Source: an optimization exercise on an open RTL-to-GDS flow (aim: small area and a short achievable clock period). Production flows keep margins and buffers that such runs may drop.
The RTL was checked by simulation tests, not by an equivalence proof against the original design.

## flow/constraint.sdc

```tcl
create_clock -name core_clock -period 15.0 [get_ports {clk}]
set_input_delay 3.0000 -clock core_clock [delete_from_list [all_inputs] [get_ports {clk}]]
set_output_delay 3.0000 -clock core_clock [all_outputs]
set_load 0.01 [all_outputs]
```

## flow/config.mk

```make
export PLATFORM = sky130hd
export DESIGN_NAME = fft16_pt
export DESIGN_NICKNAME = fft16_pt
export VERILOG_FILES = /design/flow/design.v
export SDC_FILE = /design/flow/constraint.sdc
export NUM_CORES = 4
export LEC_CHECK = 0
export CAP_MARGIN = 20
export CORE_MARGIN = 2
export CORE_UTILIZATION = 60
export CTS_CLUSTER_DIAMETER = 100
export CTS_CLUSTER_SIZE = 24
export SLEW_MARGIN = 20
```

## flow/design.v

```verilog
module fft16_pt #(
  parameter int DW = 24,
  parameter int TW = 14,
  parameter int IW = 16
) (
  input  logic                 clk,
  input  logic                 rst,
  input  logic signed [IW-1:0] din_r,
  input  logic signed [IW-1:0] din_i,
  output logic signed [DW-1:0] x1_r,
  output logic signed [DW-1:0] x1_c,
  output logic signed [DW-1:0] x2_r,
  output logic signed [DW-1:0] x2_c,
  output logic signed [DW-1:0] y1_r,
  output logic signed [DW-1:0] y1_c,
  output logic signed [DW-1:0] y2_r,
  output logic signed [DW-1:0] y2_c,
  output logic signed [TW-1:0] ra1_r,
  output logic signed [TW-1:0] ra1_c,
  output logic signed [DW-1:0] z1_r,
  output logic signed [DW-1:0] z1_c,
  output logic signed [DW-1:0] z2_r,
  output logic signed [DW-1:0] z2_c
);
  localparam int SW = 21;    
  localparam int LW = 20;    
  localparam int OW = 20;    
  localparam int PW = 23;    
  logic [5:0] c;
  always_ff @(posedge clk) begin
    if (rst) c <= 6'd0;
    else if (c != 6'd56) c <= c + 6'd1;
  end
  logic ld, cmp, outp;
  assign ld   = (c < 6'd16);
  assign cmp  = (c >= 6'd16) && (c < 6'd48);
  assign outp = (c >= 6'd48) && (c < 6'd56);
  logic signed [LW-1:0] tr [8], ti [8], lr [8], li [8];
  logic signed [SW-1:0] z1r_v, z1i_v, z2r_v, z2i_v;    
  logic [4:0] b;         
  assign b = 5'(c - 6'd16);
  logic [2:0] n8;        
  assign n8 = c[2:0];
  logic tx7, tx6, tx4;   
  assign tx7 = cmp && (b[4:3] == 2'd1) && !b[0];
  assign tx6 = cmp && (b[4:3] == 2'd2) && !b[1];
  assign tx4 = cmp && (b[4:3] == 2'd3) && !b[2];
  logic ins_l0, ins_t5, ins_l3;
  assign ins_t5 = ld && (n8 == 3'd1 || n8 == 3'd3);
  assign ins_l3 = ld && (n8 == 3'd4 || n8 == 3'd6);
  assign ins_l0 = ld && !(n8 == 3'd1 || n8 == 3'd3 || n8 == 3'd4 || n8 == 3'd6);
  logic signed [LW-1:0] dr, di;
  assign dr = LW'(din_r);
  assign di = LW'(din_i);
  logic s3;
  assign s3 = cmp && (b[4:3] == 2'd3);
  always_ff @(posedge clk) begin
    tr[0] <= ld ? lr[7] : (s3 ? tr[7] : LW'(z1r_v));
    ti[0] <= ld ? li[7] : (s3 ? ti[7] : LW'(z1i_v));
    tr[1] <= tr[0]; ti[1] <= ti[0];
    tr[2] <= tr[1]; ti[2] <= ti[1];
    tr[3] <= tr[2]; ti[3] <= ti[2];
    tr[4] <= tx4 ? lr[7] : tr[3];
    ti[4] <= tx4 ? li[7] : ti[3];
    tr[5] <= ins_t5 ? dr : tr[4];
    ti[5] <= ins_t5 ? di : ti[4];
    tr[6] <= tx6 ? lr[7] : tr[5];
    ti[6] <= tx6 ? li[7] : ti[5];
    tr[7] <= tx7 ? lr[7] : tr[6];
    ti[7] <= tx7 ? li[7] : ti[6];
    lr[0] <= ins_l0 ? dr : (ld ? tr[7] : (s3 ? bxr : LW'(z2r_v)));
    li[0] <= ins_l0 ? di : (ld ? ti[7] : (s3 ? bxi : LW'(z2i_v)));
    lr[1] <= lr[0]; li[1] <= li[0];
    lr[2] <= lr[1]; li[2] <= li[1];
    lr[3] <= ins_l3 ? dr : lr[2];
    li[3] <= ins_l3 ? di : li[2];
    lr[4] <= lr[3]; li[4] <= li[3];
    lr[5] <= lr[4]; li[5] <= li[4];
    lr[6] <= lr[5]; li[6] <= li[5];
    lr[7] <= lr[6]; li[7] <= li[6];
  end
  function automatic logic [2:0] tw_m(input logic [5:0] bi);
    case (bi[5:3])
      3'd0: tw_m = 3'd0;
      3'd1: tw_m = {bi[0], 2'b00};
      3'd2: tw_m = {bi[1:0], 1'b0};
      default: tw_m = bi[2:0];
    endcase
  endfunction
  logic [5:0] c_nx;
  assign c_nx = (c == 6'd56) ? c : c + 6'd1;
  logic [5:0] bb_nx;     
  assign bb_nx = c_nx - 6'd14;
  logic [2:0] mr_nx;
  assign mr_nx = tw_m(bb_nx);
  logic [7:0] sl_nx;     
  always_comb begin
    case (mr_nx)
      3'd0: sl_nx = 8'b0010_1000;
      3'd1: sl_nx = 8'b0010_1001;
      3'd2: sl_nx = 8'b0010_1001;
      3'd3: sl_nx = 8'b1000_0110;
      3'd4: sl_nx = 8'b1000_0110;
      3'd5: sl_nx = 8'b1001_0111;
      3'd6: sl_nx = 8'b1001_0111;
      default: sl_nx = 8'b0110_1101;
    endcase
  end
  logic bt_nx;           
  always_comb begin
    case (bb_nx[5:3])
      3'd1: bt_nx = !bb_nx[0];
      3'd2: bt_nx = !bb_nx[1];
      3'd3: bt_nx = !bb_nx[2];
      default: bt_nx = 1'b0;
    endcase
  end
  logic rd_bt, rd_s1, rd_s2, rd_odd, rd_sq2;
  logic rp_v, rp_n, rq_v, rq_n, ip_v, ip_n, iq_v, iq_n;
  always_ff @(posedge clk) begin
    rd_bt  <= bt_nx;
    rd_s1  <= (bb_nx[5:3] == 3'd1);
    rd_s2  <= (bb_nx[5:3] == 3'd2);
    rd_odd <= mr_nx[0];
    rd_sq2 <= (mr_nx == 3'd2) || (mr_nx == 3'd6);
    {rp_v, rp_n, rq_v, rq_n, ip_v, ip_n, iq_v, iq_n} <= sl_nx;
  end
  logic m_odd, m_sq2;
  assign m_odd = rd_odd;
  assign m_sq2 = rd_sq2;
  logic signed [OW-1:0] bsr, bsi;
  always_comb begin
    if (!rd_bt) begin
      bsr = OW'(lr[5]); bsi = OW'(li[5]);
    end else if (rd_s1) begin
      bsr = OW'(tr[4]); bsi = OW'(ti[4]);
    end else if (rd_s2) begin
      bsr = OW'(tr[3]); bsi = OW'(ti[3]);
    end else begin
      bsr = OW'(tr[1]); bsi = OW'(ti[1]);
    end
  end
  function automatic logic [PW-1:0] sel_p(input logic [OW-1:0] u, input logic [OW-1:0] v,
      input logic p_v, input logic p_n, input logic q_v, input logic q_n,
      input logic odd, input logic sq2);
    logic signed [OW-1:0] pt, qt;
    logic signed [PW-1:0] a, c;
    pt = (p_v ? v : u) ^ {OW{p_n}};
    qt = (q_v ? v : u) ^ {OW{q_n}};
    a  = odd ? {pt, 3'b000} : {{3{pt[OW-1]}}, pt};
    c  = odd ? ~{{3{qt[OW-1]}}, qt} : (sq2 ? {{3{qt[OW-1]}}, qt} : {PW{1'b0}});
    sel_p = a + c + {{(PW-1){1'b0}}, odd};
  endfunction
  logic [PW-1:0] pop_r, pop_i;
  logic [OW-1:0] qop_r, qop_i;
  logic k_odd, k_sq2, k_rpn, k_rqn, k_ipn, k_iqn;
  always_ff @(posedge clk) begin
    pop_r <= sel_p(bsr, bsi, rp_v, rp_n, rq_v, rq_n, m_odd, m_sq2);
    pop_i <= sel_p(bsr, bsi, ip_v, ip_n, iq_v, iq_n, m_odd, m_sq2);
    qop_r <= ((rq_v ? bsi : bsr) ^ {OW{rq_n}});
    qop_i <= ((iq_v ? bsi : bsr) ^ {OW{iq_n}});
    k_odd <= m_odd;
    k_sq2 <= m_sq2;
    k_rpn <= rp_n; k_rqn <= rq_n; k_ipn <= ip_n; k_iqn <= iq_n;
  end
  logic [OW-1:0] xsr, xcr, xsi, xci;
  logic          xcir, xcii;
  fft16_pt_rot u_rot_r (.p(pop_r), .q(qop_r), .odd(k_odd), .sq2(k_sq2), .pn(k_rpn), .qn(k_rqn),
                        .ps(xsr), .pc(xcr), .pci(xcir));
  fft16_pt_rot u_rot_i (.p(pop_i), .q(qop_i), .odd(k_odd), .sq2(k_sq2), .pn(k_ipn), .qn(k_iqn),
                        .ps(xsi), .pc(xci), .pci(xcii));
  logic [OW-1:0] pqs_r, pqc_r, pqs_i, pqc_i;
  logic          pqci_r, pqci_i;
  always_ff @(posedge clk) begin
    pqs_r <= xsr; pqc_r <= xcr; pqci_r <= xcir;
    pqs_i <= xsi; pqc_i <= xci; pqci_i <= xcii;
  end
  logic signed [OW-1:0] pq_r, pq_i;
  assign pq_r = pqs_r + pqc_r + OW'(pqci_r);
  assign pq_i = pqs_i + pqc_i + OW'(pqci_i);
  logic bt2;
  always_comb begin
    case (b[4:3])
      2'd1: bt2 = !b[0];
      2'd2: bt2 = !b[1];
      2'd3: bt2 = !b[2];
      default: bt2 = 1'b0;
    endcase
  end
  logic signed [OW-1:0] bxr, bxi;
  always_comb begin
    if (!bt2) begin
      bxr = OW'(lr[7]); bxi = OW'(li[7]);
    end else begin
      case (b[4:3])
        2'd1: begin bxr = OW'(tr[6]); bxi = OW'(ti[6]); end
        2'd2: begin bxr = OW'(tr[5]); bxi = OW'(ti[5]); end
        default: begin bxr = OW'(tr[3]); bxi = OW'(ti[3]); end
      endcase
    end
  end
  logic signed [OW-1:0] ar, ai;
  assign ar = tr[7];
  assign ai = ti[7];
  assign z1r_v = SW'(ar) + SW'(pq_r);
  assign z1i_v = SW'(ai) + SW'(pq_i);
  assign z2r_v = SW'(ar) - SW'(pq_r);
  assign z2i_v = SW'(ai) - SW'(pq_i);
  logic [2:0] mb;
  assign mb = tw_m({1'b0, b});
  logic signed [TW-1:0] wr, wi;
  always_comb begin
    case (mb)
      3'd0: begin wr =  14'sd4096; wi =  14'sd0;    end
      3'd1: begin wr =  14'sd3784; wi = -14'sd1567; end
      3'd2: begin wr =  14'sd2896; wi = -14'sd2896; end
      3'd3: begin wr =  14'sd1567; wi = -14'sd3784; end
      3'd4: begin wr =  14'sd0;    wi = -14'sd4096; end
      3'd5: begin wr = -14'sd1567; wi = -14'sd3784; end
      3'd6: begin wr = -14'sd2896; wi = -14'sd2896; end
      default: begin wr = -14'sd3784; wi = -14'sd1567; end
    endcase
  end
  logic signed [OW-1:0] x1r_q, x1i_q, x2r_q, x2i_q, y1r_q, y1i_q, y2r_q, y2i_q;
  logic signed [SW-1:0] z1r_q, z1i_q, z2r_q, z2i_q;
  logic signed [TW-1:0] war_q, wai_q;
  always_ff @(posedge clk) begin
    if (rst || !cmp) begin
      x1r_q <= '0; x1i_q <= '0; x2r_q <= '0; x2i_q <= '0;
      y1r_q <= '0; y1i_q <= '0; y2r_q <= '0; y2i_q <= '0;
      war_q <= '0; wai_q <= '0;
    end else begin
      x1r_q <= ar; x1i_q <= ai; x2r_q <= bxr; x2i_q <= bxi;
      y1r_q <= pq_r; y1i_q <= pq_i; y2r_q <= -pq_r; y2i_q <= -pq_i;
      war_q <= wr; wai_q <= wi;
    end
  end
  always_ff @(posedge clk) begin
    if (rst || ld) begin
      z1r_q <= '0; z1i_q <= '0; z2r_q <= '0; z2i_q <= '0;
    end else if (cmp || outp) begin
      z1r_q <= z1r_v; z1i_q <= z1i_v; z2r_q <= z2r_v; z2i_q <= z2i_v;
    end
  end
  assign x1_r = DW'(x1r_q); assign x1_c = DW'(x1i_q);
  assign x2_r = DW'(x2r_q); assign x2_c = DW'(x2i_q);
  assign y1_r = DW'(y1r_q); assign y1_c = DW'(y1i_q);
  assign y2_r = DW'(y2r_q); assign y2_c = DW'(y2i_q);
  assign ra1_r = war_q; assign ra1_c = wai_q;
  assign z1_r = DW'(z1r_q); assign z1_c = DW'(z1i_q);
  assign z2_r = DW'(z2r_q); assign z2_c = DW'(z2i_q);
endmodule
module fft16_pt_rot (
  input  logic [22:0] p,
  input  logic [19:0] q,
  input  logic        odd,
  input  logic        sq2,
  input  logic        pn,
  input  logic        qn,
  output logic [19:0] ps,
  output logic [19:0] pc,
  output logic        pci
);
  logic [31:0] sa, sb;
  wire w1 = (odd & p[0]);
  wire w2 = ((odd & ~sq2 & ~pn & qn) | (odd & ~sq2 & pn & qn));
  wire w3 = (odd & p[1]);
  wire w4 = ((odd & ~sq2 & ~pn & qn) | (odd & ~sq2 & pn & qn));
  wire w5 = (odd & p[2]);
  wire w6 = ((odd & ~sq2 & ~pn & qn) | (odd & ~sq2 & pn & qn));
  wire w7 = (odd & ~p[0]);
  wire w8 = (odd & p[3]);
  wire w9 = (odd & ~q[0]);
  wire w10 = ((odd & ~sq2 & ~pn & qn) | (odd & ~sq2 & pn & ~qn));
  wire w11 = (odd & ~p[1]);
  wire w12 = (odd & p[4]);
  wire w13 = (sq2 & p[0]);
  wire w14 = (odd & ~q[1]);
  wire w15 = ((~odd & sq2 & ~pn & qn) | (~odd & sq2 & pn & ~qn) | (odd & ~sq2 & ~pn & ~qn) | (odd & ~sq2 & pn & ~qn) | (odd & ~sq2 & pn & qn));
  wire w16 = (odd & ~p[0]);
  wire w17 = (odd & ~p[2]);
  wire w18 = (odd & p[5]);
  wire w19 = (sq2 & p[1]);
  wire w20 = (odd & ~q[2]);
  wire w21 = ((~odd & sq2 & pn & qn) | (odd & ~sq2 & ~pn & ~qn) | (odd & ~sq2 & pn & ~qn));
  wire w22 = (odd & ~p[1]);
  wire w23 = (odd & ~p[3]);
  wire w24 = ((odd & p[6]) | (sq2 & p[0]));
  wire w25 = (sq2 & p[2]);
  wire w26 = (odd & ~q[3]);
  wire w27 = ((~odd & sq2 & ~pn & qn) | (~odd & sq2 & pn & ~qn) | (odd & ~sq2 & ~pn & qn) | (odd & ~sq2 & pn & ~qn));
  wire w28 = (odd & ~p[2]);
  wire w29 = (odd & ~p[4]);
  wire w30 = ((odd & p[7]) | (sq2 & p[1]));
  wire w31 = (sq2 & p[3]);
  wire w32 = (odd & ~q[4]);
  wire w33 = ((~odd & sq2 & pn & qn) | (odd & ~sq2 & pn & ~qn));
  wire w34 = (odd & ~p[3]);
  wire w35 = ((odd & ~p[5]) | (sq2 & ~p[0]));
  wire w36 = ((odd & p[8]) | (sq2 & p[2]));
  wire w37 = (sq2 & p[4]);
  wire w38 = (odd & ~q[5]);
  wire w39 = ((~odd & sq2 & ~pn & ~qn) | (~odd & sq2 & pn & qn) | (odd & ~sq2 & pn & qn));
  wire w40 = (odd & p[0]);
  wire w41 = (odd & ~p[4]);
  wire w42 = ((odd & ~p[6]) | (sq2 & ~p[1]));
  wire w43 = ((odd & p[9]) | (sq2 & p[3]));
  wire w44 = (sq2 & p[5]);
  wire w45 = (odd & ~q[6]);
  wire w46 = ((~odd & sq2 & pn & qn) | (odd & ~sq2 & ~pn & qn) | (odd & ~sq2 & pn & ~qn));
  wire w47 = (odd & p[1]);
  wire w48 = ((odd & ~p[5]) | (sq2 & ~p[0]));
  wire w49 = ((odd & ~p[7]) | (sq2 & ~p[2]));
  wire w50 = ((odd & p[10]) | (sq2 & p[4]));
  wire w51 = (sq2 & p[6]);
  wire w52 = (odd & ~q[7]);
  wire w53 = ((~odd & sq2 & ~pn & ~qn) | (odd & ~sq2 & ~pn & qn) | (odd & ~sq2 & pn & ~qn) | (odd & ~sq2 & pn & qn));
  wire w54 = (odd & p[2]);
  wire w55 = ((odd & ~p[6]) | (sq2 & ~p[1]));
  wire w56 = ((odd & ~p[8]) | (sq2 & ~p[3]));
  wire w57 = ((odd & p[11]) | (sq2 & p[5]));
  wire w58 = ((odd & q[0]) | (sq2 & p[7]));
  wire w59 = (odd & ~q[8]);
  wire w60 = ((~odd & sq2 & pn & qn) | (odd & ~sq2 & pn & ~qn));
  wire w61 = ((odd & p[3]) | (~odd & p[0]));
  wire w62 = ((odd & ~p[7]) | (sq2 & ~p[2]));
  wire w63 = ((odd & ~p[9]) | (sq2 & ~p[4]));
  wire w64 = ((odd & p[12]) | (sq2 & p[6]));
  wire w65 = ((odd & q[1]) | (sq2 & p[8]));
  wire w66 = (odd & ~q[9]);
  wire w67 = ((~odd & ~sq2 & pn & ~qn) | (~odd & ~sq2 & pn & qn) | (~odd & sq2 & ~pn & qn) | (~odd & sq2 & pn & ~qn) | (~odd & sq2 & pn & qn) | (odd & ~sq2 & pn & qn));
  wire w68 = ((odd & p[4]) | (~odd & p[1]));
  wire w69 = ((odd & ~p[8]) | (sq2 & ~p[3]));
  wire w70 = ((odd & ~p[10]) | (sq2 & ~p[5]));
  wire w71 = ((odd & p[13]) | (sq2 & p[7]));
  wire w72 = ((odd & q[2]) | (sq2 & p[9]));
  wire w73 = (odd & ~q[10]);
  wire w74 = ((odd & p[5]) | (~odd & p[2]));
  wire w75 = ((odd & ~p[9]) | (sq2 & ~p[4]));
  wire w76 = ((odd & ~p[11]) | (sq2 & ~p[6]));
  wire w77 = ((odd & p[14]) | (sq2 & p[8]));
  wire w78 = ((odd & q[3]) | (sq2 & p[10]));
  wire w79 = (odd & ~q[11]);
  wire w80 = ((odd & p[6]) | (~odd & p[3]));
  wire w81 = ((odd & ~p[10]) | (sq2 & ~p[5]));
  wire w82 = ((odd & ~p[12]) | (sq2 & ~p[7]));
  wire w83 = ((odd & p[15]) | (sq2 & p[9]));
  wire w84 = ((odd & q[4]) | (sq2 & p[11]));
  wire w85 = (odd & ~q[12]);
  wire w86 = ((odd & p[7]) | (~odd & p[4]));
  wire w87 = ((odd & ~p[11]) | (sq2 & ~p[6]));
  wire w88 = ((odd & ~p[13]) | (sq2 & ~p[8]));
  wire w89 = ((odd & p[16]) | (sq2 & p[10]));
  wire w90 = ((odd & q[5]) | (sq2 & p[12]));
  wire w91 = (odd & ~q[13]);
  wire w92 = ((odd & p[8]) | (~odd & p[5]));
  wire w93 = ((odd & ~p[12]) | (sq2 & ~p[7]));
  wire w94 = ((odd & ~p[14]) | (sq2 & ~p[9]));
  wire w95 = ((odd & p[17]) | (sq2 & p[11]));
  wire w96 = ((odd & q[6]) | (sq2 & p[13]));
  wire w97 = (odd & ~q[14]);
  wire w98 = ((odd & p[9]) | (~odd & p[6]));
  wire w99 = ((odd & ~p[13]) | (sq2 & ~p[8]));
  wire w100 = ((odd & ~p[15]) | (sq2 & ~p[10]));
  wire w101 = ((odd & p[18]) | (sq2 & p[12]));
  wire w102 = ((odd & q[7]) | (sq2 & p[14]));
  wire w103 = (odd & ~q[15]);
  wire w104 = ((odd & p[10]) | (~odd & p[7]));
  wire w105 = ((odd & ~p[14]) | (sq2 & ~p[9]));
  wire w106 = ((odd & ~p[16]) | (sq2 & ~p[11]));
  wire w107 = ((odd & p[19]) | (sq2 & p[13]));
  wire w108 = ((odd & q[8]) | (sq2 & p[15]));
  wire w109 = (odd & ~q[16]);
  wire w110 = ((odd & p[11]) | (~odd & p[8]));
  wire w111 = ((odd & ~p[15]) | (sq2 & ~p[10]));
  wire w112 = ((odd & ~p[17]) | (sq2 & ~p[12]));
  wire w113 = ((odd & p[20]) | (sq2 & p[14]));
  wire w114 = ((odd & q[9]) | (sq2 & p[16]));
  wire w115 = (odd & ~q[17]);
  wire w116 = ((odd & p[12]) | (~odd & p[9]));
  wire w117 = ((odd & ~p[16]) | (sq2 & ~p[11]));
  wire w118 = ((odd & ~p[18]) | (sq2 & ~p[13]));
  wire w119 = ((odd & p[21]) | (sq2 & p[15]));
  wire w120 = ((odd & q[10]) | (sq2 & p[17]));
  wire w121 = (odd & ~q[18]);
  wire w122 = ((odd & p[13]) | (~odd & p[10]));
  wire w123 = ((odd & ~p[17]) | (sq2 & ~p[12]));
  wire w124 = ((odd & ~p[19]) | (sq2 & ~p[14]));
  wire w125 = ((odd & ~p[22]) | (sq2 & p[16]));
  wire w126 = ((odd & q[11]) | (sq2 & p[18]));
  wire w127 = (odd & q[19]);
  wire w128 = ((odd & p[14]) | (~odd & p[11]));
  wire w129 = ((odd & ~p[18]) | (sq2 & ~p[13]));
  wire w130 = ((odd & ~p[20]) | (sq2 & ~p[15]));
  wire w131 = (sq2 & p[17]);
  wire w132 = ((odd & q[12]) | (sq2 & p[19]));
  wire w133 = ((odd & ~sq2 & ~pn & ~qn) | (odd & ~sq2 & ~pn & qn) | (odd & ~sq2 & pn & ~qn) | (odd & ~sq2 & pn & qn));
  wire w134 = ((odd & p[15]) | (~odd & p[12]));
  wire w135 = ((odd & ~p[19]) | (sq2 & ~p[14]));
  wire w136 = ((odd & ~p[21]) | (sq2 & ~p[16]));
  wire w137 = (sq2 & p[18]);
  wire w138 = ((odd & q[13]) | (sq2 & p[20]));
  wire w139 = ((odd & ~sq2 & ~pn & ~qn) | (odd & ~sq2 & ~pn & qn) | (odd & ~sq2 & pn & ~qn) | (odd & ~sq2 & pn & qn));
  wire w140 = ((odd & p[16]) | (~odd & p[13]));
  wire w141 = ((odd & ~p[20]) | (sq2 & ~p[15]));
  wire w142 = ((odd & p[22]) | (sq2 & ~p[17]));
  wire w143 = (sq2 & p[19]);
  wire w144 = ((odd & q[14]) | (sq2 & p[21]));
  wire w145 = ((odd & p[17]) | (~odd & p[14]));
  wire w146 = ((odd & ~p[21]) | (sq2 & ~p[16]));
  wire w147 = (sq2 & ~p[18]);
  wire w148 = (sq2 & p[20]);
  wire w149 = ((odd & q[15]) | (sq2 & ~p[22]));
  wire w150 = ((~odd & sq2 & ~pn & ~qn) | (~odd & sq2 & ~pn & qn) | (~odd & sq2 & pn & ~qn) | (~odd & sq2 & pn & qn) | (odd & ~sq2 & ~pn & ~qn) | (odd & ~sq2 & ~pn & qn) | (odd & ~sq2 & pn & ~qn) | (odd & ~sq2 & pn & qn));
  wire w151 = ((odd & p[18]) | (~odd & p[15]));
  wire w152 = ((odd & p[22]) | (sq2 & ~p[17]));
  wire w153 = (sq2 & ~p[19]);
  wire w154 = (sq2 & p[21]);
  wire w155 = (odd & q[16]);
  wire w156 = ((~odd & sq2 & ~pn & ~qn) | (~odd & sq2 & ~pn & qn) | (~odd & sq2 & pn & ~qn) | (~odd & sq2 & pn & qn));
  wire w157 = ((odd & p[19]) | (~odd & p[16]));
  wire w158 = (sq2 & ~p[18]);
  wire w159 = (sq2 & ~p[20]);
  wire w160 = (sq2 & ~p[22]);
  wire w161 = (odd & q[17]);
  wire w162 = ((odd & ~sq2 & ~pn & ~qn) | (odd & ~sq2 & ~pn & qn) | (odd & ~sq2 & pn & ~qn) | (odd & ~sq2 & pn & qn));
  wire w163 = ((odd & p[20]) | (~odd & p[17]));
  wire w164 = (sq2 & ~p[19]);
  wire w165 = (sq2 & ~p[21]);
  wire w166 = (odd & q[18]);
  wire w167 = ((~odd & sq2 & ~pn & ~qn) | (~odd & sq2 & ~pn & qn) | (~odd & sq2 & pn & ~qn) | (~odd & sq2 & pn & qn) | (odd & ~sq2 & ~pn & ~qn) | (odd & ~sq2 & ~pn & qn) | (odd & ~sq2 & pn & ~qn) | (odd & ~sq2 & pn & qn));
  wire w168 = ((odd & p[21]) | (~odd & p[18]));
  wire w169 = (sq2 & ~p[20]);
  wire w170 = (sq2 & p[22]);
  wire w171 = (odd & ~q[19]);
  wire w172 = ((odd & ~p[22]) | (~odd & p[19]));
  wire w173 = (sq2 & ~p[21]);
  wire w174 = ((~odd & sq2 & ~pn & ~qn) | (~odd & sq2 & ~pn & qn) | (~odd & sq2 & pn & ~qn) | (~odd & sq2 & pn & qn));
  wire w175 = w40 ^ w41;
  wire w176 = w40 & w41;
  wire w177 = w47 ^ w48 ^ w49;
  wire w178 = (w47 & w48) | (w47 & w49) | (w48 & w49);
  wire w179 = w54 ^ w55 ^ w56;
  wire w180 = (w54 & w55) | (w54 & w56) | (w55 & w56);
  wire w181 = w61 ^ w62 ^ w63;
  wire w182 = (w61 & w62) | (w61 & w63) | (w62 & w63);
  wire w183 = w68 ^ w69;
  wire w184 = w68 & w69;
  wire w185 = w74 ^ w75;
  wire w186 = w74 & w75;
  wire w187 = w80 ^ w81;
  wire w188 = w80 & w81;
  wire w189 = w86 ^ w87;
  wire w190 = w86 & w87;
  wire w191 = w92 ^ w93;
  wire w192 = w92 & w93;
  wire w193 = w98 ^ w99;
  wire w194 = w98 & w99;
  wire w195 = w104 ^ w105;
  wire w196 = w104 & w105;
  wire w197 = w110 ^ w111;
  wire w198 = w110 & w111;
  wire w199 = w116 ^ w117;
  wire w200 = w116 & w117;
  wire w201 = w122 ^ w123;
  wire w202 = w122 & w123;
  wire w203 = w128 ^ w129;
  wire w204 = w128 & w129;
  wire w205 = w134 ^ w135;
  wire w206 = w134 & w135;
  wire w207 = w11 ^ w12;
  wire w208 = w11 & w12;
  wire w209 = w16 ^ w17 ^ w18;
  wire w210 = (w16 & w17) | (w16 & w18) | (w17 & w18);
  wire w211 = w19 ^ w20;
  wire w212 = w19 & w20;
  wire w213 = w22 ^ w23 ^ w24;
  wire w214 = (w22 & w23) | (w22 & w24) | (w23 & w24);
  wire w215 = w25 ^ w26 ^ w27;
  wire w216 = (w25 & w26) | (w25 & w27) | (w26 & w27);
  wire w217 = w28 ^ w29 ^ w30;
  wire w218 = (w28 & w29) | (w28 & w30) | (w29 & w30);
  wire w219 = w31 ^ w32 ^ w33;
  wire w220 = (w31 & w32) | (w31 & w33) | (w32 & w33);
  wire w221 = w34 ^ w35 ^ w36;
  wire w222 = (w34 & w35) | (w34 & w36) | (w35 & w36);
  wire w223 = w37 ^ w38 ^ w39;
  wire w224 = (w37 & w38) | (w37 & w39) | (w38 & w39);
  wire w225 = w42 ^ w43 ^ w44;
  wire w226 = (w42 & w43) | (w42 & w44) | (w43 & w44);
  wire w227 = w45 ^ w46 ^ w175;
  wire w228 = (w45 & w46) | (w45 & w175) | (w46 & w175);
  wire w229 = w50 ^ w51 ^ w52;
  wire w230 = (w50 & w51) | (w50 & w52) | (w51 & w52);
  wire w231 = w53 ^ w177 ^ w176;
  wire w232 = (w53 & w177) | (w53 & w176) | (w177 & w176);
  wire w233 = w57 ^ w58 ^ w59;
  wire w234 = (w57 & w58) | (w57 & w59) | (w58 & w59);
  wire w235 = w60 ^ w179 ^ w178;
  wire w236 = (w60 & w179) | (w60 & w178) | (w179 & w178);
  wire w237 = w64 ^ w65 ^ w66;
  wire w238 = (w64 & w65) | (w64 & w66) | (w65 & w66);
  wire w239 = w67 ^ w181 ^ w180;
  wire w240 = (w67 & w181) | (w67 & w180) | (w181 & w180);
  wire w241 = w70 ^ w71 ^ w72;
  wire w242 = (w70 & w71) | (w70 & w72) | (w71 & w72);
  wire w243 = w73 ^ w183 ^ w182;
  wire w244 = (w73 & w183) | (w73 & w182) | (w183 & w182);
  wire w245 = w76 ^ w77 ^ w78;
  wire w246 = (w76 & w77) | (w76 & w78) | (w77 & w78);
  wire w247 = w79 ^ w185 ^ w184;
  wire w248 = (w79 & w185) | (w79 & w184) | (w185 & w184);
  wire w249 = w82 ^ w83 ^ w84;
  wire w250 = (w82 & w83) | (w82 & w84) | (w83 & w84);
  wire w251 = w85 ^ w187 ^ w186;
  wire w252 = (w85 & w187) | (w85 & w186) | (w187 & w186);
  wire w253 = w88 ^ w89 ^ w90;
  wire w254 = (w88 & w89) | (w88 & w90) | (w89 & w90);
  wire w255 = w91 ^ w189 ^ w188;
  wire w256 = (w91 & w189) | (w91 & w188) | (w189 & w188);
  wire w257 = w94 ^ w95 ^ w96;
  wire w258 = (w94 & w95) | (w94 & w96) | (w95 & w96);
  wire w259 = w97 ^ w191 ^ w190;
  wire w260 = (w97 & w191) | (w97 & w190) | (w191 & w190);
  wire w261 = w100 ^ w101 ^ w102;
  wire w262 = (w100 & w101) | (w100 & w102) | (w101 & w102);
  wire w263 = w103 ^ w193 ^ w192;
  wire w264 = (w103 & w193) | (w103 & w192) | (w193 & w192);
  wire w265 = w106 ^ w107 ^ w108;
  wire w266 = (w106 & w107) | (w106 & w108) | (w107 & w108);
  wire w267 = w109 ^ w195 ^ w194;
  wire w268 = (w109 & w195) | (w109 & w194) | (w195 & w194);
  wire w269 = w112 ^ w113 ^ w114;
  wire w270 = (w112 & w113) | (w112 & w114) | (w113 & w114);
  wire w271 = w115 ^ w197 ^ w196;
  wire w272 = (w115 & w197) | (w115 & w196) | (w197 & w196);
  wire w273 = w118 ^ w119 ^ w120;
  wire w274 = (w118 & w119) | (w118 & w120) | (w119 & w120);
  wire w275 = w121 ^ w199 ^ w198;
  wire w276 = (w121 & w199) | (w121 & w198) | (w199 & w198);
  wire w277 = w124 ^ w125 ^ w126;
  wire w278 = (w124 & w125) | (w124 & w126) | (w125 & w126);
  wire w279 = w127 ^ w201 ^ w200;
  wire w280 = (w127 & w201) | (w127 & w200) | (w201 & w200);
  wire w281 = w130 ^ w131 ^ w132;
  wire w282 = (w130 & w131) | (w130 & w132) | (w131 & w132);
  wire w283 = w133 ^ w203 ^ w202;
  wire w284 = (w133 & w203) | (w133 & w202) | (w203 & w202);
  wire w285 = w136 ^ w137 ^ w138;
  wire w286 = (w136 & w137) | (w136 & w138) | (w137 & w138);
  wire w287 = w139 ^ w205 ^ w204;
  wire w288 = (w139 & w205) | (w139 & w204) | (w205 & w204);
  wire w289 = w140 ^ w141 ^ w142;
  wire w290 = (w140 & w141) | (w140 & w142) | (w141 & w142);
  wire w291 = w143 ^ w144 ^ w206;
  wire w292 = (w143 & w144) | (w143 & w206) | (w144 & w206);
  wire w293 = w145 ^ w146 ^ w147;
  wire w294 = (w145 & w146) | (w145 & w147) | (w146 & w147);
  wire w295 = w148 ^ w149 ^ w150;
  wire w296 = (w148 & w149) | (w148 & w150) | (w149 & w150);
  wire w297 = w151 ^ w152 ^ w153;
  wire w298 = (w151 & w152) | (w151 & w153) | (w152 & w153);
  wire w299 = w154 ^ w155 ^ w156;
  wire w300 = (w154 & w155) | (w154 & w156) | (w155 & w156);
  wire w301 = w157 ^ w158 ^ w159;
  wire w302 = (w157 & w158) | (w157 & w159) | (w158 & w159);
  wire w303 = w160 ^ w161 ^ w162;
  wire w304 = (w160 & w161) | (w160 & w162) | (w161 & w162);
  wire w305 = w163 ^ w164 ^ w165;
  wire w306 = (w163 & w164) | (w163 & w165) | (w164 & w165);
  wire w307 = w166 ^ w167;
  wire w308 = w166 & w167;
  wire w309 = w168 ^ w169 ^ w170;
  wire w310 = (w168 & w169) | (w168 & w170) | (w169 & w170);
  wire w311 = w7 ^ w8;
  wire w312 = w7 & w8;
  wire w313 = w13 ^ w14 ^ w15;
  wire w314 = (w13 & w14) | (w13 & w15) | (w14 & w15);
  wire w315 = w21 ^ w209 ^ w211;
  wire w316 = (w21 & w209) | (w21 & w211) | (w209 & w211);
  wire w317 = w213 ^ w215 ^ w210;
  wire w318 = (w213 & w215) | (w213 & w210) | (w215 & w210);
  wire w319 = w217 ^ w219 ^ w214;
  wire w320 = (w217 & w219) | (w217 & w214) | (w219 & w214);
  wire w321 = w221 ^ w223 ^ w218;
  wire w322 = (w221 & w223) | (w221 & w218) | (w223 & w218);
  wire w323 = w225 ^ w227 ^ w222;
  wire w324 = (w225 & w227) | (w225 & w222) | (w227 & w222);
  wire w325 = w229 ^ w231 ^ w226;
  wire w326 = (w229 & w231) | (w229 & w226) | (w231 & w226);
  wire w327 = w233 ^ w235 ^ w230;
  wire w328 = (w233 & w235) | (w233 & w230) | (w235 & w230);
  wire w329 = w237 ^ w239 ^ w234;
  wire w330 = (w237 & w239) | (w237 & w234) | (w239 & w234);
  wire w331 = w241 ^ w243 ^ w238;
  wire w332 = (w241 & w243) | (w241 & w238) | (w243 & w238);
  wire w333 = w245 ^ w247 ^ w242;
  wire w334 = (w245 & w247) | (w245 & w242) | (w247 & w242);
  wire w335 = w249 ^ w251 ^ w246;
  wire w336 = (w249 & w251) | (w249 & w246) | (w251 & w246);
  wire w337 = w253 ^ w255 ^ w250;
  wire w338 = (w253 & w255) | (w253 & w250) | (w255 & w250);
  wire w339 = w257 ^ w259 ^ w254;
  wire w340 = (w257 & w259) | (w257 & w254) | (w259 & w254);
  wire w341 = w261 ^ w263 ^ w258;
  wire w342 = (w261 & w263) | (w261 & w258) | (w263 & w258);
  wire w343 = w265 ^ w267 ^ w262;
  wire w344 = (w265 & w267) | (w265 & w262) | (w267 & w262);
  wire w345 = w269 ^ w271 ^ w266;
  wire w346 = (w269 & w271) | (w269 & w266) | (w271 & w266);
  wire w347 = w273 ^ w275 ^ w270;
  wire w348 = (w273 & w275) | (w273 & w270) | (w275 & w270);
  wire w349 = w277 ^ w279 ^ w274;
  wire w350 = (w277 & w279) | (w277 & w274) | (w279 & w274);
  wire w351 = w281 ^ w283 ^ w278;
  wire w352 = (w281 & w283) | (w281 & w278) | (w283 & w278);
  wire w353 = w285 ^ w287 ^ w282;
  wire w354 = (w285 & w287) | (w285 & w282) | (w287 & w282);
  wire w355 = w289 ^ w291 ^ w286;
  wire w356 = (w289 & w291) | (w289 & w286) | (w291 & w286);
  wire w357 = w293 ^ w295 ^ w290;
  wire w358 = (w293 & w295) | (w293 & w290) | (w295 & w290);
  wire w359 = w297 ^ w299 ^ w294;
  wire w360 = (w297 & w299) | (w297 & w294) | (w299 & w294);
  wire w361 = w301 ^ w303 ^ w298;
  wire w362 = (w301 & w303) | (w301 & w298) | (w303 & w298);
  wire w363 = w305 ^ w307 ^ w302;
  wire w364 = (w305 & w307) | (w305 & w302) | (w307 & w302);
  wire w365 = w171 ^ w309 ^ w306;
  wire w366 = (w171 & w309) | (w171 & w306) | (w309 & w306);
  wire w367 = w172 ^ w173 ^ w174;
  wire w368 = (w172 & w173) | (w172 & w174) | (w173 & w174);
  wire w369 = w9 ^ w10;
  wire w370 = w9 & w10;
  wire w371 = w207 ^ w313 ^ w312;
  wire w372 = (w207 & w313) | (w207 & w312) | (w313 & w312);
  wire w373 = w208 ^ w315 ^ w314;
  wire w374 = (w208 & w315) | (w208 & w314) | (w315 & w314);
  wire w375 = w212 ^ w317 ^ w316;
  wire w376 = (w212 & w317) | (w212 & w316) | (w317 & w316);
  wire w377 = w216 ^ w319 ^ w318;
  wire w378 = (w216 & w319) | (w216 & w318) | (w319 & w318);
  wire w379 = w220 ^ w321 ^ w320;
  wire w380 = (w220 & w321) | (w220 & w320) | (w321 & w320);
  wire w381 = w224 ^ w323 ^ w322;
  wire w382 = (w224 & w323) | (w224 & w322) | (w323 & w322);
  wire w383 = w228 ^ w325 ^ w324;
  wire w384 = (w228 & w325) | (w228 & w324) | (w325 & w324);
  wire w385 = w232 ^ w327 ^ w326;
  wire w386 = (w232 & w327) | (w232 & w326) | (w327 & w326);
  wire w387 = w236 ^ w329 ^ w328;
  wire w388 = (w236 & w329) | (w236 & w328) | (w329 & w328);
  wire w389 = w240 ^ w331 ^ w330;
  wire w390 = (w240 & w331) | (w240 & w330) | (w331 & w330);
  wire w391 = w244 ^ w333 ^ w332;
  wire w392 = (w244 & w333) | (w244 & w332) | (w333 & w332);
  wire w393 = w248 ^ w335 ^ w334;
  wire w394 = (w248 & w335) | (w248 & w334) | (w335 & w334);
  wire w395 = w252 ^ w337 ^ w336;
  wire w396 = (w252 & w337) | (w252 & w336) | (w337 & w336);
  wire w397 = w256 ^ w339 ^ w338;
  wire w398 = (w256 & w339) | (w256 & w338) | (w339 & w338);
  wire w399 = w260 ^ w341 ^ w340;
  wire w400 = (w260 & w341) | (w260 & w340) | (w341 & w340);
  wire w401 = w264 ^ w343 ^ w342;
  wire w402 = (w264 & w343) | (w264 & w342) | (w343 & w342);
  wire w403 = w268 ^ w345 ^ w344;
  wire w404 = (w268 & w345) | (w268 & w344) | (w345 & w344);
  wire w405 = w272 ^ w347 ^ w346;
  wire w406 = (w272 & w347) | (w272 & w346) | (w347 & w346);
  wire w407 = w276 ^ w349 ^ w348;
  wire w408 = (w276 & w349) | (w276 & w348) | (w349 & w348);
  wire w409 = w280 ^ w351 ^ w350;
  wire w410 = (w280 & w351) | (w280 & w350) | (w351 & w350);
  wire w411 = w284 ^ w353 ^ w352;
  wire w412 = (w284 & w353) | (w284 & w352) | (w353 & w352);
  wire w413 = w288 ^ w355 ^ w354;
  wire w414 = (w288 & w355) | (w288 & w354) | (w355 & w354);
  wire w415 = w292 ^ w357 ^ w356;
  wire w416 = (w292 & w357) | (w292 & w356) | (w357 & w356);
  wire w417 = w296 ^ w359 ^ w358;
  wire w418 = (w296 & w359) | (w296 & w358) | (w359 & w358);
  wire w419 = w300 ^ w361 ^ w360;
  wire w420 = (w300 & w361) | (w300 & w360) | (w361 & w360);
  wire w421 = w304 ^ w363 ^ w362;
  wire w422 = (w304 & w363) | (w304 & w362) | (w363 & w362);
  wire w423 = w308 ^ w365 ^ w364;
  wire w424 = (w308 & w365) | (w308 & w364) | (w365 & w364);
  wire w425 = w310 ^ w367 ^ w366;
  wire w426 = (w310 & w367) | (w310 & w366) | (w367 & w366);
  assign sa = {w425, w423, w421, w419, w417, w415, w413, w411, w409, w407, w405, w403, w401, w399, w397, w395, w393, w391, w389, w387, w385, w383, w381, w379, w377, w375, w373, w371, w311, w5, w3, w1};
  assign sb = {w424, w422, w420, w418, w416, w414, w412, w410, w408, w406, w404, w402, w400, w398, w396, w394, w392, w390, w388, w386, w384, w382, w380, w378, w376, w374, w372, w370, w369, w6, w4, w2};
  logic [12:0] lo;
  assign lo  = {1'b0, sa[11:0]} + {1'b0, sb[11:0]};
  assign ps  = sa[31:12];
  assign pc  = sb[31:12];
  assign pci = lo[12];
endmodule
```

## flow/flow/run.sh

```bash
#!/bin/bash
set -euo pipefail
bash standard.sh synth > synth.log 2>&1
bash standard.sh SETUP_SLACK_MARGIN=10.5 "BUFFER_PORTS_ARGS=-buffer_cell sky130_fd_sc_hd__buf_1" finish > layout.log 2>&1
```

## flow/standard.sh

```bash
#!/bin/bash
# synth_recipe.tcl (not shown) runs the flow's synth.tcl, then flattens the netlist and writes it again
# the make line also repeats each setting of config.mk as NAME=value (left out here)
make -C /OpenROAD-flow-scripts/flow DESIGN_CONFIG=/design/flow/config.mk WORK_HOME=/design/flow/orfs CLKGATE_MAP_FILE= SYNTH_SCRIPT=/design/flow/synth_recipe.tcl "${@:-finish}"
```

==> flow_summary_export.csv, run 1 <==
group,metric,value,unit
layout,layout_common_cells,"dfxtp_1 (1080), nand2_1 (537), nor2_1 (477)",
sta,tns,0,ns
placement,port_buffers,346,
worst_setup_path,critical_path_buf_inv_count,4,
clocking,clkSinkCount,1090,
synth,synth_xor_area_share,4.60,%
global_routing,grt_pass1_vias,36100,
clocking,cts_max_level,2,
synth,ys_warn_count,5,
clocking,cts_tree,"yes",
min_path,hold_path.class,"register to register",
drt,vias,38800,
placement,place.gp.congestion,0.994,
synth,syn_area,0.0503,mm²
clocking,cts_hold_buf,0,
status,outcome,"no timing/DRC/antenna violations",
worst_setup_path,path_delay_family,"compound AO/OA/AOI/OAI gates",
worst_setup_path,crit_slowest_cell,"or4_4",
sta,tightest_slew,1.23,ns
worst_setup_path,required,15.58,ns
synth,synth_area_leaders,"dfxtp_1 (43%), fa_1 (8.9%), ha_1 (5.8%)",
synth,ys_async_sr_fraction,0,%
worst_setup_path,reg2reg_to,"pop_i[19]",
sta,rsz0062_at_grt,"true",
synth,synthSimpleGateAreaFrac,12.1,%
die,ios,350,
synth,synth-adder-area-share,14.8,%
synth,synth_seq_cells,1090,
worst_setup_path,r2r_slack,10.43,ns
sta,fmax,219,MHz
drt,drc,0,
clocking,root_buffer,"clkbuf_16",
min_path,min_from,"ti[2][16]",
worst_setup_path,r2r_cells,20,
synth,ys.flop_type,"dfxtp_1",
synth,ys_seq_area_share,43.4,%
min_path,hold_depth,0,
die,fp-row-count,106,
global_routing,use_met1,54.3,%
drt,wl,167000,µm
die,fp.dieArea,0.0861,mm²
die,initial_core_util,60.4,%
synth,muxShareOfSynthArea,6.93,%
worst_setup_path,start_kind,"register",
synth,synth_cell_types,87,
clocking,clockBufferDepth,3,
drt,drtPass1Iterations,6,
synth,synth_cells,5260,
die,core-area,0.0833,mm²
worst_setup_path,criticalPathCategory,"register to register",
placement,dp_hpwl,124000,µm
global_routing,overflow,0,
worst_setup_path,r2r-start,"rd_s2",
global_routing,grt_pass1_wl,240000,µm
layout,final_cells,6575,
layout,area_delta_synth_final,10.9,%
synth,synth_edf_count,0,
global_routing,grt_antenna_before_repair,8,
worst_setup_path,cp.arrival,5.15,ns
layout,fin_util,67.0,%
synth,synth_compound_gate_area_share,12.3,%
sta,fin_ws,10.43,ns
global_routing,grt_use_met3,9.36,%
die,die_x,293,µm
global_routing,grt_max_degree,97,
sta,period_share,30.5,%
worst_setup_path,crit_chain,"buf_12, buf_16, buf_4, mux2i_1, o21ai_0, mux2i_2, mux2i_2, xor2_1, mux2_2, ha_1, a21oi_2, nor2b_1, or4_4, a2111oi_4, buf_4, o311a_4, o31ai_2, a21o_1, a21oi_2, xnor2_1",
placement,place_ws,9.19,ns
worst_setup_path,crit_fanout,4,
synth,yosysTopAreaCellShare,43.4,%
sta,fin_crit,4.57,ns
layout,drive_gt1_share,11.8,%
sta,clock_skew,0.0647,ns
sta,final_max_slew_viol_count,0,
sta,slew_headroom,17.6,%
global_routing,grt_usage,37.8,%
die,fp.dieH,293,µm
global_routing,grt_use_met2,54.8,%
min_path,min_to,"ti[3][16]",
placement,placed_cells,6431,
synth,synth_top_family_by_area,"adder cells",
clocking,worstSkewPairLatency,0.70,ns
layout,nets,5975,
worst_setup_path,critPathMaxStageDelay,0.45,ns
sta,hold_viol,0,
synth,avgSynthCellArea,9.56,µm²
worst_setup_path,startpoint,"rd_s2",
clocking,cts_inserted_buffers,52,
drt,drt_iter0_markers,3895,
drt,vias_per_cell,5.89,
clocking,clkSlewWorstSetupHoldPaths,0.10,ns
run,drv_cap,0,
synth,synth.largest_area_cell,"dfxtp_1",
drt,wire_per_inst,25.4,µm
sta,setup_viol,0,
drt,ant_nets,0,
global_routing,busiest_layer,"met2",
worst_setup_path,crit_path_end_kind,"register",
layout,final_common_cell,"dfxtp_1",
-- sequential cells by signal, indices dropped and copies added (netlist names), 21 cells and up --
register and flops:
tr 160, pop_r 23, z1r_q 21, z1i_q 21
ti 160, lr 160, pop_i 23, li 160
-- per-stage QoR --
step,hold slack [ns],cell area [µm²]
floorplan,0.310,50300
global placement,0.310,52100
detailed placement,0.312,52100
CTS,0.298,54600
global route,0.302,55800
finish,0.304,55800
-- cells in the mapped netlist (11+ instances only) --
| library cell | n |
|---|---|
| dfxtp_1 | 1090 |
| nand2_1 | 540 |
| nor2_1 | 480 |
| inv_1 | 408 |
| a21oi_1 | 361 |
| ha_1 | 235 |
| o21ai_0 | 225 |
| fa_1 | 224 |
| clkbuf_1 | 211 |
| xnor2_1 | 182 |
| mux2_2 | 179 |
| mux2i_1 | 147 |
| and2_1 | 82 |
| xor2_1 | 82 |
| a22oi_1 | 81 |
| nor3_1 | 62 |
| buf_4 | 57 |
| a211oi_1 | 49 |
| nand2b_1 | 47 |
| buf_1 | 45 |
| o22ai_1 | 44 |
| a21o_1 | 41 |
| nand3_1 | 36 |
| nor2b_1 | 36 |
| o21a_1 | 29 |
| o21bai_1 | 23 |
| a221oi_1 | 16 |
| and3_1 | 15 |
| a31oi_1 | 14 |
| or3_1 | 13 |
| nand4_1 | 11 |
| nor4_1 | 11 |
| o211ai_1 | 11 |
| o31ai_1 | 11 |
-- routing by layer --
metal	vias up	part of all wire (%)
met5	-	0.047
met4	10	4.4
met3	307	11
met2	1877	42
met1	18700	43
li1	17800	-
-- area by class of cell --
cell class                 count  area (µm²)
antenna                        2        5.00
clock buffer                  57        1370
clock inverter                 8         128
fill                        6842       27500
inverter                     413        1560
multi-input combinational   3439       27000
sequential                  1090       21800
tap                         1080        1350
timing repair buffer         486        2570
-- kinds of logic (layout without fill, tap and decap cells) --
kind of cell / count (synthesis) / count (layout)
xor+xnor: 264 / 264
other cells: 1 / 5
flops: 1090 / 1090
mux: 326 / 326
fa+ha+maj: 459 / 459
buf+inv: 733 / 964
compound gates: 1006 / 1006
simple gates: 1381 / 1381
-- worst max-delay path by stage --
stage	end	slack (ns)	cells after the start
2_1_floorplan	pqci_i	10.50	20
3_3_place_gp	pop_i[19]	9.27	19
3_5_place_dp	pop_i[19]	9.19	19
4_1_cts	z2r_q[19]	10.45	21
5_1_grt	pop_r[22]	10.21	22
6_report	pop_i[19]	10.43	20
-- repair_timing --
item / CTS / global route
setup buffers: 37 / 38
setup endpoints to repair: 130 / 101
gates cloned: 2 / 0
pin swaps: 23 / 53
gates resized for setup: 141 / 157
==> inputs of run 2 (changes only) <==
==> flow/flow/run.sh (replaced) <==
#!/bin/bash
set -euo pipefail
bash standard.sh synth > synth.log 2>&1
bash standard.sh SETUP_SLACK_MARGIN=10.3 "BUFFER_PORTS_ARGS=-buffer_cell sky130_fd_sc_hd__buf_1" finish > layout.log 2>&1
--- a/flow/config.mk
+++ b/flow/config.mk
@@ -9,5 +9,5 @@
 export CORE_MARGIN = 2
 export CORE_UTILIZATION = 60
 export CTS_CLUSTER_DIAMETER = 100
-export CTS_CLUSTER_SIZE = 24
+export CTS_CLUSTER_SIZE = 27
 export SLEW_MARGIN = 20
==> run 2 against run 1 <==
Critical path depth is 3 lower. Sequential cell count stayed put. Highest routed layer unchanged. Synthesized cell count stayed put.
==> flow_summary_export.csv, run 2 <==
group,metric,value,unit
placement,dp_hpwl,126000,µm
synth,ys_seq_area_share,43.4,%
worst_setup_path,r2r_cells,17,
worst_setup_path,required,15.58,ns
clocking,clkSinkCount,1090,
sta,final_max_slew_viol_count,0,
synth,synth_area_leaders,"dfxtp_1 (43%), fa_1 (8.9%), ha_1 (5.8%)",
worst_setup_path,endpoint,"li[0][9]",
sta,period_share,30.5,%
worst_setup_path,r2r-start,"pqci_i",
drt,ant_nets,0,
drt,wire_per_inst,25.5,µm
global_routing,grt_max_degree,81,
global_routing,grt_antenna_before_repair,13,
drt,drc,0,
synth,ys_async_sr_fraction,0,%
die,core-area,0.0833,mm²
sta,fmax,219,MHz
sta,tightest_slew,1.05,ns
clocking,root_buffer,"clkbuf_16",
synth,synth.most_common_cell,"dfxtp_1",
drt,drt_iter0_markers,4052,
sta,fin_ws,10.43,ns
global_routing,grt_pass1_vias,36200,
placement,port_buffers,346,
synth,avgSynthCellArea,9.56,µm²
worst_setup_path,criticalPathCategory,"register to register",
placement,place_ws,9.63,ns
sta,tns,0,ns
layout,final_common_cell,"dfxtp_1",
die,fp.dieH,293,µm
synth,ys_warn_count,5,
placement,dpl_cell_area,0.0521,mm²
worst_setup_path,start_kind,"register",
sta,clock_skew,0.0479,ns
layout,nets,5938,
worst_setup_path,crit_fanout,5,
drt,met2_length,70400,µm
global_routing,grt_usage,38.0,%
sta,rsz0062_at_grt,"true",
worst_setup_path,r2r_slack,10.43,ns
layout,drive_gt1_share,9.33,%
layout,final_area,0.0546,mm²
die,initial_core_util,60.4,%
drt,wl_met3,18500,µm
run,drv_cap,0,
die,fp-row-count,106,
global_routing,grt_pass1_wl,242000,µm
drt,top_layer,"met5",
drt,wl,167000,µm
layout,final_cells,6533,
drt,vias,38700,
placement,placed_cells,6431,
drt,vias_per_cell,5.92,
layout,area_delta_synth_final,8.54,%
clocking,clockBufferDepth,3,
clocking,cts_max_level,2,
synth,synth_edf_count,0,
worst_setup_path,cp.arrival,5.15,ns
min_path,hold_path.class,"register to register",
die,die_x,293,µm
worst_setup_path,startpoint,"pqci_i",
global_routing,overflow,0,
worst_setup_path,reg2reg_to,"li[0][9]",
sta,hold_viol,0,
layout,layout_common_cells,"dfxtp_1 (1084), nand2_1 (537), nor2_1 (478)",
synth,synth_cell_types,87,
synth,syn_area,0.0503,mm²
clocking,cts_inserted_buffers,47,
drt,drtPass1Iterations,6,
sta,slew_headroom,29.9,%
clocking,cts_tree,"yes",
synth,synth.largest_area_cell,"dfxtp_1",
synth,synth_commonest_cells,"dfxtp_1 (1090), nand2_1 (540), nor2_1 (480), inv_1 (408), a21oi_1 (361)",
synth,synth_cells,5260,
status,outcome,"no timing/DRC/antenna violations",
synth,synth_seq_cells,1090,
sta,setup_viol,0,
die,fp.dieArea,0.0861,mm²
drt,drt-met1-wl,72500,µm
clocking,worstSkewPairLatency,0.69,ns
layout,nFillCells,7033,
worst_setup_path,crit_path_end_kind,"register",
die,ios,350,
synth,yosysTopAreaCellShare,43.4,%
layout,n_antenna_cell,0,
sta,fin_crit,4.57,ns
placement,place.gp.congestion,1.02,
synth,ys.flop_type,"dfxtp_1",
clocking,clkSlewWorstSetupHoldPaths,0.10,ns
==> run 2: cell counts after synthesis <==
No cell type changed its count.
==> run 2: metal layers <==
metal,GRT usage (%),vias up
li1,-,17700
met1,54.9,18700
met2,56.1,1972
met3,10.0,249
met4,10.6,12
met5,0,-
==> run 2: logic make-up (layout without fill, tap and decap cells) <==
family / after synthesis / in the layout / share of synthesized area [%]
AND/OR/NAND/NOR: 1381 / 1381 / 12.1
flip-flops: 1090 / 1090 / 43.4
AO/OA/AOI/OAI: 1006 / 1006 / 12.3
buffers and inverters: 733 / 924 / 5.91
adder cells (fa/ha/maj): 459 / 459 / 14.8
multiplexers: 326 / 326 / 6.93
XOR/XNOR: 264 / 264 / 4.60
other: 1 / 3 / 0.00746
==> run 2: repair_timing <==
item	in CTS	in global routing
hold buffers	0	0
pin swaps	4	27
setup endpoints to repair	81	87
setup buffers	12	33
gates resized for setup	46	109
==> run 2: worst max-delay path, cell delays in order, from the launching register on <==
cell and delay [ns]:
dfxtp_1 0.40, fa_1 0.24, inv_1 0.07, fa_2 0.37
nor2b_4 0.17, o2111ai_4 0.16, nand3b_1 0.19, xor2_2 0.46
inv_1 0.17, ha_1 0.28, nor2_1 0.13, nor4bb_1 0.41
nor2_1 0.10, a21oi_1 0.22, xnor2_1 0.48, nand2_1 0.17
a221oi_1 0.39, nor2_1 0.08
==> run 2: stage by stage <==
step	hold WS (ns)	util, %
3_3_place_gp	0.310	62.6
2_1_floorplan	0.310	-
6_report	0.301	65.5
5_1_grt	0.308	65.5
4_1_cts	0.298	64.6
3_5_place_dp	0.312	62.6
==> run 2: worst min-delay path by stage <==
stage | slack, ns | to | cells past startpoint | startpoint
after floorplan | 0.31 | li[1][0] | 0 | li[0][0]
after global placement | 0.31 | li[4][8] | 0 | li[3][8]
after detailed placement | 0.31 | li[1][14] | 0 | li[0][14]
after CTS | 0.30 | li[7][7] | 0 | li[6][7]
after global routing | 0.31 | li[7][7] | 0 | li[6][7]
final | 0.30 | li[7][7] | 0 | li[6][7]
==> run 2: layout make-up <==
type / count / area, µm² / share of cell area, %
flip-flops and latches: 1090 / 21800 / 40.0
inverters: 413 / 1550 / 2.84
well taps: 1080 / 1350 / 2.48
repair buffers: 454 / 2200 / 4.03
clock inverters: 9 / 145 / 0.266
clock buffers: 48 / 1180 / 2.16
multi-input cells: 3439 / 26300 / 48.2
==> inputs of run 3 (changes only) <==
--- a/flow/design.v
+++ b/flow/design.v
@@ -115,12 +115,9 @@
       default: bt_nx = 1'b0;
     endcase
   end
-  logic rd_bt, rd_s1, rd_s2, rd_odd, rd_sq2;
+  logic rd_odd, rd_sq2;
   logic rp_v, rp_n, rq_v, rq_n, ip_v, ip_n, iq_v, iq_n;
   always_ff @(posedge clk) begin
-    rd_bt  <= bt_nx;
-    rd_s1  <= (bb_nx[5:3] == 3'd1);
-    rd_s2  <= (bb_nx[5:3] == 3'd2);
     rd_odd <= mr_nx[0];
     rd_sq2 <= (mr_nx == 3'd2) || (mr_nx == 3'd6);
     {rp_v, rp_n, rq_v, rq_n, ip_v, ip_n, iq_v, iq_n} <= sl_nx;
@@ -128,18 +125,18 @@
   logic m_odd, m_sq2;
   assign m_odd = rd_odd;
   assign m_sq2 = rd_sq2;
-  logic signed [OW-1:0] bsr, bsi;
-  always_comb begin
-    if (!rd_bt) begin
-      bsr = OW'(lr[5]); bsi = OW'(li[5]);
-    end else if (rd_s1) begin
-      bsr = OW'(tr[4]); bsi = OW'(ti[4]);
-    end else if (rd_s2) begin
-      bsr = OW'(tr[3]); bsi = OW'(ti[3]);
-    end else begin
-      bsr = OW'(tr[1]); bsi = OW'(ti[1]);
-    end
+  logic rs_l5, rs_t4, rs_t3, rs_t1;
+  always_ff @(posedge clk) begin
+    rs_l5 <= !bt_nx;
+    rs_t4 <= bt_nx && (bb_nx[5:3] == 3'd1);
+    rs_t3 <= bt_nx && (bb_nx[5:3] == 3'd2);
+    rs_t1 <= bt_nx && (bb_nx[5:3] == 3'd3);
   end
+  logic signed [OW-1:0] bsr, bsi;
+  assign bsr = ({OW{rs_l5}} & OW'(lr[5])) | ({OW{rs_t4}} & OW'(tr[4]))
+             | ({OW{rs_t3}} & OW'(tr[3])) | ({OW{rs_t1}} & OW'(tr[1]));
+  assign bsi = ({OW{rs_l5}} & OW'(li[5])) | ({OW{rs_t4}} & OW'(ti[4]))
+             | ({OW{rs_t3}} & OW'(ti[3])) | ({OW{rs_t1}} & OW'(ti[1]));
   function automatic logic [PW-1:0] sel_p(input logic [OW-1:0] u, input logic [OW-1:0] v,
       input logic p_v, input logic p_n, input logic q_v, input logic q_n,
       input logic odd, input logic sq2);
@@ -176,8 +173,11 @@
     pqs_i <= xsi; pqc_i <= xci; pqci_i <= xcii;
   end
   logic signed [OW-1:0] pq_r, pq_i;
-  assign pq_r = pqs_r + pqc_r + OW'(pqci_r);
-  assign pq_i = pqs_i + pqc_i + OW'(pqci_i);
+  logic [OW:0] pq_rw, pq_iw;
+  assign pq_rw = {pqs_r, 1'b1} + {pqc_r, pqci_r};
+  assign pq_iw = {pqs_i, 1'b1} + {pqc_i, pqci_i};
+  assign pq_r = pq_rw[OW:1];
+  assign pq_i = pq_iw[OW:1];
   logic bt2;
   always_comb begin
     case (b[4:3])
==> flow/flow/run.sh (replaced) <==
#!/bin/bash
set -euo pipefail
bash standard.sh synth > synth.log 2>&1
bash standard.sh SETUP_SLACK_MARGIN=10.4 "BUFFER_PORTS_ARGS=-buffer_cell sky130_fd_sc_hd__buf_1" finish > layout.log 2>&1
--- a/flow/config.mk
+++ b/flow/config.mk
@@ -9,5 +9,5 @@
 export CORE_MARGIN = 2
 export CORE_UTILIZATION = 60
 export CTS_CLUSTER_DIAMETER = 100
-export CTS_CLUSTER_SIZE = 27
+export CTS_CLUSTER_SIZE = 24
 export SLEW_MARGIN = 20
==> run 3 against run 2 <==
Synthesized cell count decreased by 1.8%. Die area decreased by 0.85%. Via count decreased by 0.93%. Clock-buffer cell count is 9 higher. Critical endpoint is now pop_r[22]. Non-clock buffer count fell by 14. Still clean on timing, DRC and antenna. Critical path depth is 1 lower.
==> flow_summary_export.csv, run 3 <==
group,metric,value,unit
run,drv_cap,0,
synth,ys_async_sr_fraction,0,%
global_routing,grt_pass1_wl,242000,µm
worst_setup_path,crit_fanout,40,
global_routing,overflow,0,
clocking,cts_hold_buf,0,
sta,tightest_slew,1.10,ns
min_path,min_from,"li[4][17]",
drt,vias,38300,
clocking,cts_max_level,2,
sta,period_share,31.1,%
die,fp.dieH,292,µm
worst_setup_path,endpoint,"pop_r[22]",
sta,rsz0062_at_grt,"true",
min_path,hold_depth,0,
synth,yosysTopAreaCellShare,43.8,%
die,initial_core_util,60.7,%
layout,area_delta_synth_final,8.95,%
die,core-area,0.0821,mm²
synth,synth.most_common_cell,"dfxtp_1",
sta,final_max_slew_viol_count,0,
worst_setup_path,required,15.56,ns
synth,synth_area_leaders,"dfxtp_1 (44%), fa_1 (8.9%), ha_1 (5.7%)",
sta,hold_viol,0,
clocking,clkSlewWorstSetupHoldPaths,0.10,ns
layout,layout_common_cells,"dfxtp_1 (1086), nand2_1 (508), nor2_1 (433)",
clocking,clockBufferDepth,3,
placement,place.gp.congestion,1.05,
die,ios,350,
worst_setup_path,criticalPathCategory,"register to register",
sta,fin_crit,4.67,ns
synth,synth_seq_cells,1091,
synth,synth_cell_types,95,
sta,tns,0,ns
sta,setup_viol,0,
clocking,cts_tree,"yes",
sta,fin_ws,10.33,ns
synth,ys_seq_area_share,43.8,%
worst_setup_path,reg2reg_to,"pop_r[22]",
layout,nets,5832,
placement,placed_cells,6326,
sta,slew_headroom,26.2,%
worst_setup_path,r2r_cells,16,
synth,synth_commonest_cells,"dfxtp_1 (1091), nand2_1 (512), nor2_1 (433), inv_1 (399), a21oi_1 (294)",
drt,drt_iter0_markers,2967,
synth,ys_warn_count,5,
worst_setup_path,startpoint,"rs_t4",
worst_setup_path,crit_path_end_kind,"register",
worst_setup_path,start_kind,"register",
clocking,clkSinkCount,1091,
layout,drive_gt1_share,9.27,%
worst_setup_path,r2r-start,"rs_t4",
worst_setup_path,cp.arrival,5.23,ns
global_routing,grt_pass1_vias,37100,
synth,synth_cells,5167,
die,fp.dieArea,0.0854,mm²
synth,avgSynthCellArea,9.65,µm²
drt,vias_per_cell,5.96,
min_path,hold_path.class,"register to register",
synth,synth_edf_count,0,
drt,wl,167000,µm
synth,ys.flop_type,"dfxtp_1",
layout,final_cells,6431,
drt,wire_per_inst,26.0,µm
placement,place_ws,9.61,ns
synth,synth.largest_area_cell,"dfxtp_1",
global_routing,grt_max_degree,102,
sta,fmax,214,MHz
layout,n_antenna_cell,0,
drt,drtPass1Iterations,6,
global_routing,grt_usage,38.3,%
placement,port_buffers,346,
die,fp-row-count,105,
placement,dp_hpwl,125000,µm
layout,final_common_cell,"dfxtp_1",
drt,ant_nets,0,
clocking,root_buffer,"clkbuf_16",
clocking,worstSkewPairLatency,0.70,ns
worst_setup_path,r2r_slack,10.33,ns
synth,syn_area,0.0499,mm²
sta,clock_skew,0.0525,ns
drt,drc,0,
global_routing,grt_antenna_before_repair,4,
die,die_x,292,µm
status,outcome,"no timing/DRC/antenna violations",
clocking,cts_inserted_buffers,53,
-- run 3: per-stage QoR --
stage	utilization, %	hold slack (ns)	area [µm²]
6_report	66.1	0.310	54300
3_5_place_dp	62.9	0.312	51700
5_1_grt	66.1	0.320	54300
3_3_place_gp	62.9	0.310	51700
4_1_cts	65.4	0.319	53700
2_1_floorplan	-	0.310	49900
-- run 3: logic make-up after synthesis --
kind of cell	synth area share, %
compound gates	13.1
fa+ha+maj	14.6
simple gates	12.2
xor+xnor	4.71
other cells	0.00752
buf+inv	5.87
flops	43.8
mux	5.70
-- run 3: worst max-delay path: stages (launching register included) --
cell and delay (ns):
dfxtp_1 0.32, buf_6 0.23, a22oi_1 0.24, nand2_1 0.20, o21ai_0 0.75, xnor2_1 0.23
mux2_2 0.37, ha_1 0.36, o21ai_0 0.13, a21oi_1 0.16, o21ai_2 0.23, o2111ai_1 0.19
a31oi_2 0.26, o21ai_0 0.14, a2111oi_1 0.40, nor3_1 0.13, xor2_1 0.17
-- run 3: final cells by class --
| type | instances | area, µm² |
|---|---|---|
| fillers | 6776 | 27800 |
| multi-input cells | 3357 | 26000 |
| flip-flops and latches | 1091 | 21900 |
| repair buffers | 440 | 2070 |
| inverters | 405 | 1530 |
| clock buffers | 57 | 1340 |
| well taps | 1070 | 1340 |
| clock inverters | 11 | 231 |
-- run 3: metal layers --
metal	track usage [%]	share of wire [%]	up-vias
met2	62.8	46	1635
met4	25.6	7.8	6
met1	47.1	39	18700
li1	-	-	17500
met5	0	0.022	-
met3	5.71	6.9	450
-- run 3: what timing repair did --
item	4_1_cts	5_1_grt
pin swaps	9	26
setup buffers	17	20
resized for setup	68	94
endpoints found under the setup margin	95	69
-- run 3: worst min path at each step --
stage	slack, ns	to
6_report	0.31	li[5][17]
5_1_grt	0.32	li[5][17]
4_1_cts	0.32	li[5][17]
3_5_place_dp	0.31	li[2][6]
3_3_place_gp	0.31	ti[1][0]
2_1_floorplan	0.31	li[1][0]

## afterwards: timing with drivers on the ports
The flow's constraints put no driver on any port. The routed layouts listed below were extracted and timed again, unchanged, in two steps.
Step 1 assumes that a clkbuf_16 drives the clock port and a buf_2 every other input.
Step 2 adds t to the input delays and takes it off the output delays; t is the mean of the earliest and latest rising clock arrival at the registers after step 1. Input paths then give back, and output paths get back, about the clock's delay inside the block.
Three values: no drivers, after step 1, after step 2; two values: the first two.
| run | t (ns) | setup WS [ns] | clock arrival spread, ns | worst slew at a driven data input, ns |
|---|---|---|---|---|
| run 1 | 0.743 | 10.430 / 10.430 / 10.058 | 0.066 / 0.066 | 0.17 |
| run 2 | 0.742 | 10.428 / 10.428 / 9.747 | 0.053 / 0.053 | 0.18 |
| run 3 | 0.744 | 10.331 / 10.331 / 9.872 | 0.052 / 0.053 | 0.09 |
After both steps setup and hold are still met in every run listed. The setup slack of run 2, which loses most, moves by 0.000 ns with the drivers and by -0.681 ns with both steps.
